Source: an optimization exercise on an open RTL-to-GDS flow (aim: small area and a short achievable clock period). Production flows keep margins and buffers that such runs may drop. Where RTL was checked, it was by simulation tests only, not by an equivalence proof against the original. No activity file was given, so power comes from the tool's default toggle rates.

## normal_reorder_buffer
module normal_reorder_buffer #(
  parameter int WIDTH    = 16,
  parameter int Q_BITS   = 8,
  parameter int TAG_BITS = 5
) (
  input  logic                  clk,
  input  logic                  reset,
  input  logic                  alloc_req,
  output logic                  alloc_gnt,
  output logic [TAG_BITS-1:0]   alloc_tag,
  input  logic                  wr_valid,
  input  logic [TAG_BITS-1:0]   wr_tag,
  input  logic [3*WIDTH-1:0]    wr_data,    
  output logic                  out_valid,
  input  logic                  out_ready,
  output logic [3*WIDTH-1:0]    out_data,   
  output logic [TAG_BITS-1:0]   out_tag,
  output logic [TAG_BITS:0]     count,
  output logic                  full,
  output logic                  err
);
  localparam int DEPTH = 1 << TAG_BITS;
  localparam int CW    = TAG_BITS + 1;
  localparam int DW    = 3 * WIDTH;
  logic [TAG_BITS-1:0] head_q, tail_q;
  logic [DEPTH-1:0]    sel1_q;          
  logic [CW-1:0]       cnt_q;
  logic [DEPTH-1:0]    done_q;
  logic [DEPTH-1:0]    pend_q;          
  logic                err_q;
  logic [DW-1:0]       mem [DEPTH];
  logic                ov_q;
  logic [DW-1:0]       od_q;
  logic [TAG_BITS-1:0] ot_q;
  logic [TAG_BITS-1:0] head_p1;
  logic                wr_ok, gnt, retire;
  logic [DEPTH-1:0]    head_oh, hp1, wr_dec, tail_dec, done_n, sel1_n;
  logic                nxt_done, pw0, pw1, pw, hold, valid_n;
  logic [DW-1:0]       rd1, data_n;
  assign wr_ok    = wr_valid & pend_q[wr_tag];
  assign gnt      = alloc_req & ~cnt_q[CW-1] & ~reset;
  assign retire   = ov_q & out_ready;
  assign head_p1  = head_q + 1'b1;
  always_comb begin
    for (int i = 0; i < DEPTH; i++) begin
      hp1[i]     = (head_p1 == TAG_BITS'(i));
      head_oh[i] = (head_q == TAG_BITS'(i));
      wr_dec[i]  = (wr_tag == TAG_BITS'(i));
      tail_dec[i] = (tail_q == TAG_BITS'(i));
    end
  end
  assign nxt_done = |sel1_q;
  always_comb begin
    rd1 = '0;
    for (int i = 0; i < DEPTH; i++)
      rd1 = rd1 | ({DW{sel1_q[i]}} & mem[i]);
  end
  assign pw0 = wr_ok & (wr_tag == head_q);
  assign pw1 = wr_ok & (wr_tag == head_p1);
  assign hold    = ov_q & ~out_ready;
  assign pw      = retire ? pw1 : pw0;
  assign valid_n = retire ? (nxt_done | pw1) : (ov_q | pw0);
  assign data_n  = ({DW{retire}} & rd1) | ({DW{hold}} & od_q) | ({DW{pw}} & wr_data);
  assign alloc_gnt = gnt;
  assign alloc_tag = tail_q;
  ...
For scale: about 1700 flip-flops, roughly 130 I/O pins, ~0.065 mm² of cells after synthesis.
clock: 4.5 ns
lec_check: 0
abc_area: 1
cap_margin: 20
core_margin: 2
core_utilization: 65
cts_cluster_diameter: 70
cts_cluster_size: 24
setup_slack_margin: 2.4
slew_margin: 20
run.sh (not shown) runs the stock make flow with config.mk's settings and CLKGATE_MAP_FILE= SYNTH_SCRIPT=/design/flow/synth_recipe.tcl, a recipe that flattens the netlist after the stock synthesis.
Change:
- ABC_AREA: 1 -> not set
- CORE_UTILIZATION: 65 -> 55
The new run completed without violations.
Wire length came out higher by 2.8%.
Combinational power came out lower by 75%.
Worst hold slack improved by 200 ps.
Sequential cell count does not change.
Power came out lower by 23%.
Clock skew came out lower by 4.4 ps.
Sequential share of layout area came out higher by 1.3 points.
Synthesized cell count came out lower by 24%.
Change:
- CTS_BUF_LIST: not set -> sky130_fd_sc_hd__clkbuf_16
- CTS_CLUSTER_DIAMETER: 70 -> 60
- CTS_CLUSTER_SIZE: 24 -> 30
Area after synthesis is unchanged.
Design area grows slightly.
Total power climbs by a little under a tenth.
Clock skew fell by 8.3 ps.
First-iteration DRC count rose by a few percent.
Worst hold slack got worse by 24 ps.
Final cell count grows slightly.
Combinational power is higher by a few percent.
Synthesized cell count does not change.
Change:
- CORE_UTILIZATION: 55 -> 65
- CTS_BUF_LIST: sky130_fd_sc_hd__clkbuf_16 -> not set
- CTS_CLUSTER_DIAMETER: 60 -> 70
- CTS_CLUSTER_SIZE: 30 -> 24
=> Setup slack improves by 22 ps; synthesized cell count is unchanged; register-to-register slack degrades by 30 ps; first-iteration DRC count increases by 18%; count of clock-buffer cells in the layout increases by 1; via count stays flat; utilization increases by 9.6 points; design area decreases by 3.2%; hold slack degrades by 130 ps.


east:
Another version of the RTL of normal_reorder_buffer (not shown whole).
For scale: roughly 3,600 cells after synthesis.
clock: 4.5 ns
lec_check: 0
cap_margin: 20
core_margin: 2
core_utilization: 72
cts_cluster_diameter: 70
cts_cluster_size: 24
setup_slack_margin: 2.4
slew_margin: 20
Edits applied to the flow inputs when going from east to west:
- swapping 72 for 55 in CORE_UTILIZATION
--- outcome ---
- Lower worst-case hold slack among west and east: west
- Per the comparison of west with east, standard cell core area rose 27,000 um2, setup slack rose 380 ps, non-clock buffer count rose about 0.9%, post-detailed-placement cell area rose about 1.1%.
- west consumes more power than east does.
- Summary of west over east: floorplan die width shows an increase of 14%; clock-buffer cell count shows a reduction of 18.
- STATUS via count: west wins against east
No functional check of the RTL was part of any run of this note.


north:
Another version of the RTL of normal_reorder_buffer (not shown whole).
For scale: about 3400 cells after synthesis, about 1700 flip-flops.
Settings: LEC_CHECK=0, ABC_CLOCK_PERIOD_IN_PS=2000, CAP_MARGIN=20, CORE_MARGIN=2, CORE_UTILIZATION=45, SETUP_SLACK_MARGIN=2.2, SLEW_MARGIN=20; clock period 4.5 ns.
north did not stop at any stage, and its layout met the timing, design-rule and antenna checks.
diff inputs: north => south
- a deleted SETUP_SLACK_MARGIN that had been 2.2
- a deleted ABC_CLOCK_PERIOD_IN_PS that had been 2000
==> comparison <==
Delta (south minus north): pin count of the biggest net entering global routing went down, worst IR drop on VDD picked up an extra 47%. Sort north and south by global-route usage, descending, and north comes first. Cell depth of the worst min-delay path for south: 1 down relative to north.


Setup of P:
normal_reorder_buffer, a different RTL version from the one above (not shown whole).
Size in the first run: ~3,500 cells after synthesis.
==> flow/design.v (excerpt) <==
module normal_reorder_buffer #(
  parameter int WIDTH    = 16,
  parameter int Q_BITS   = 8,
  parameter int TAG_BITS = 5
) (
  input  logic                  clk,
  input  logic                  reset,
  input  logic                  alloc_req,
  output logic                  alloc_gnt,
  output logic [TAG_BITS-1:0]   alloc_tag,
  input  logic                  wr_valid,
  input  logic [TAG_BITS-1:0]   wr_tag,
  input  logic [3*WIDTH-1:0]    wr_data,    
  output logic                  out_valid,
  input  logic                  out_ready,
  output logic [3*WIDTH-1:0]    out_data,   
  output logic [TAG_BITS-1:0]   out_tag,
  output logic [TAG_BITS:0]     count,
  output logic                  full,
  output logic                  err
);
==> flow/config.mk <==
export PLATFORM = sky130hd
export DESIGN_NAME = normal_reorder_buffer
export DESIGN_NICKNAME = normal_reorder_buffer
export VERILOG_FILES = /design/flow/design.v
export SDC_FILE = /design/flow/constraint.sdc
export NUM_CORES = 4
export LEC_CHECK = 0
export CAP_MARGIN = 20
export CORE_MARGIN = 2
export CORE_UTILIZATION = 45
export CTS_BUF_LIST = sky130_fd_sc_hd__clkbuf_8
export CTS_CLUSTER_SIZE = 30
export SETUP_SLACK_MARGIN = 2.3
export SLEW_MARGIN = 20
==> flow/constraint.sdc <==
create_clock -name core_clock -period 4.5 [get_ports {clk}]
set_input_delay 0.9000 -clock core_clock [delete_from_list [all_inputs] [get_ports {clk}]]
set_output_delay 0.9000 -clock core_clock [all_outputs]
set_load 0.01 [all_outputs]
diff inputs: P => Q
Settings: CTS_BUF_LIST removed (was sky130_fd_sc_hd__clkbuf_8); CTS_CLUSTER_SIZE removed (was 30).
==> comparison <==
On Q: first-pass GRT wire length is about 1.3% lower than what P gave. Across both runs, layout overhead on the synthesized area was higher for Q than for P. Total number of vias was lower in Q than in P. In Q the sum of routed wire length over all layers turned out 0.82% lower than in P. Endpoint required time on the critical path for Q is lower than for P. Diff Q and P: core utilization higher in Q. Tightest hold margin delta (Q − P): favourable.
No run of this note included a check of the RTL's function; only the layout flow was run.


Setup of raven:
normal_reorder_buffer, a different RTL version from the one above (not shown whole).
For scale: ~1700 flip-flops, about 130 I/O pins, roughly 62000 µm² of cells after synthesis.
==> flow/design.v (excerpt) <==
module normal_reorder_buffer #(
  parameter int WIDTH    = 16,
  parameter int Q_BITS   = 8,
  parameter int TAG_BITS = 5
) (
  input  logic                  clk,
  input  logic                  reset,
  input  logic                  alloc_req,
  output logic                  alloc_gnt,
  output logic [TAG_BITS-1:0]   alloc_tag,
  input  logic                  wr_valid,
  input  logic [TAG_BITS-1:0]   wr_tag,
  input  logic [3*WIDTH-1:0]    wr_data,    
  output logic                  out_valid,
  input  logic                  out_ready,
  output logic [3*WIDTH-1:0]    out_data,   
  output logic [TAG_BITS-1:0]   out_tag,
  output logic [TAG_BITS:0]     count,
  output logic                  full,
  output logic                  err
);
Settings: LEC_CHECK=0, CAP_MARGIN=20, CORE_MARGIN=2, CORE_UTILIZATION=60, CTS_CLUSTER_DIAMETER=70, CTS_CLUSTER_SIZE=24, SETUP_SLACK_MARGIN=2.4, SLEW_MARGIN=20; clock period 4.5 ns.
Edits applied to the flow inputs when going from raven to sierra:
--- a/flow/config.mk
+++ b/flow/config.mk
@@ -10,3 +10,3 @@
-export CORE_UTILIZATION = 60
-export CTS_CLUSTER_DIAMETER = 70
-export CTS_CLUSTER_SIZE = 24
+export CORE_UTILIZATION = 65
+export CTS_CLUSTER_DIAMETER = 80
+export CTS_CLUSTER_SIZE = 28
Notes after the runs:
- Clock share of power ends up lower on sierra.
- Delta (sierra minus raven): utilization has increased; relative area change from synthesis to final layout has remained practically unchanged; power has decreased; finished layout cell area has remained practically unchanged.
- [sierra] mean routed wirelength per cell rose 1.7 µm relative to raven
- Compared to raven, the routing of sierra uses more wire.
- Going from raven to sierra, via total after detailed routing grew slightly.
For nickel, these inputs were changed with respect to sierra:
--- a/flow/config.mk
+++ b/flow/config.mk
@@ -11,2 +11,2 @@
-export CTS_CLUSTER_DIAMETER = 80
-export CTS_CLUSTER_SIZE = 28
+export CTS_CLUSTER_DIAMETER = 70
+export CTS_CLUSTER_SIZE = 24
- Number of hold buffers added after CTS: nickel vs sierra identical
- Area fraction in and, or, nand and nor cells after synthesis: nickel vs sierra identical
- Between nickel and sierra, the wire length of the first global-routing pass figures differ only marginally.
- In nickel the relative area change from synthesis to final layout turned out 0.45 points higher than in sierra.
- The minimum clock period number comes out higher for sierra vs nickel.


rev 12:
normal_reorder_buffer, a different RTL version from the one above (not shown whole).
For scale: roughly 3600 cells after synthesis, roughly 1700 flip-flops, roughly 61000 um2 of cells after synthesis.
// normal_reorder_buffer
module normal_reorder_buffer #(
  parameter int WIDTH    = 16,
  parameter int Q_BITS   = 8,
  parameter int TAG_BITS = 5
) (
  input  logic                  clk,
  input  logic                  reset,
  input  logic                  alloc_req,
  output logic                  alloc_gnt,
  output logic [TAG_BITS-1:0]   alloc_tag,
  input  logic                  wr_valid,
  input  logic [TAG_BITS-1:0]   wr_tag,
  input  logic [3*WIDTH-1:0]    wr_data,    
  output logic                  out_valid,
  input  logic                  out_ready,
  output logic [3*WIDTH-1:0]    out_data,   
  output logic [TAG_BITS-1:0]   out_tag,
  output logic [TAG_BITS:0]     count,
  output logic                  full,
  output logic                  err
);
clock: 4.5 ns
lec_check: 0
cap_margin: 20
core_margin: 2
core_utilization: 65
cts_cluster_diameter: 70
cts_cluster_size: 24
setup_slack_margin: 2.1
slew_margin: 20
Changes in rev 13 relative to rev 12:
- SETUP_SLACK_MARGIN changed from 2.1 to 2.4
### Flow results
The first-iteration DRC count in rev 13 sits 2.0% below the value recorded for rev 12.
Rev 13 has number of ordinary and repair buffers in the finished layout above what rev 12 had.
Compared with rev 12, rev 13 shows post-layout total power that has gone up slightly.
Rev 13 ended up with a higher reported net switching power than rev 12 did.
Re slew of the pin with the lowest slew margin: rev 12 and rev 13 aren't equal, and the higher value belongs to rev 12.
In rev 13, routed length on met3 is higher than in rev 12.
Function was not checked in any run of this note: the RTL went through the layout flow alone.

## static timing again, ports no longer ideal
The results above use ideal ports. As a check the final layouts listed here were re-extracted and re-timed, cells and wires unchanged. Step 1: set_driving_cell puts a clkbuf_16 on clk and a buf_2 on each other input, an assumption about the parent block. Step 2 also shifts input and output timing later by t, the mid clock arrival at the registers, as if the neighbouring blocks saw the same clock. a / b / c = ideal / step 1 / step 2; a / b = the first two.
run	t, ns	setup WS [ns]	worst setup path after step 2	clock arrival spread, ns
the first run of note 1	0.781	2.027 / 2.006 / 1.439	input to register	0.042 / 0.042
the second run of note 1	0.801	1.887 / 1.843 / 1.263	input to register	0.042 / 0.042
the third run of note 1	0.855	1.886 / 1.843 / 1.298	input to register	0.034 / 0.034
the fourth run of note 1	0.768	1.909 / 1.909 / 1.291	input to register	0.044 / 0.043
east	0.776	1.396 / 1.396 / 1.061	input to register	0.077 / 0.077
west	0.811	1.776 / 1.776 / 1.041	input to register	0.040 / 0.040
north	0.876	1.770 / 1.795 / 0.949	input to register	0.049 / 0.050
south	0.859	1.219 / 1.178 / 0.641	input to register	0.034 / 0.034
P	1.068	1.839 / 1.796 / 1.193	input to register	0.078 / 0.078
Q	0.885	1.885 / 1.885 / 1.473	input to register	0.036 / 0.036
raven	0.794	1.852 / 1.772 / 1.283	input to register	0.038 / 0.037
sierra	0.753	1.981 / 1.924 / 1.299	input to register	0.048 / 0.048
nickel	0.770	1.988 / 1.923 / 1.287	input to register	0.057 / 0.056
rev 12	0.788	1.860 / 1.783 / 1.308	input to register	0.047 / 0.047
rev 13	0.792	1.936 / 1.871 / 1.302	input to register	0.059 / 0.059
After both steps every run listed still meets setup and hold. For north, which loses most, drivers alone change the setup slack by +0.025 ns; drivers and shift together by -0.821 ns.
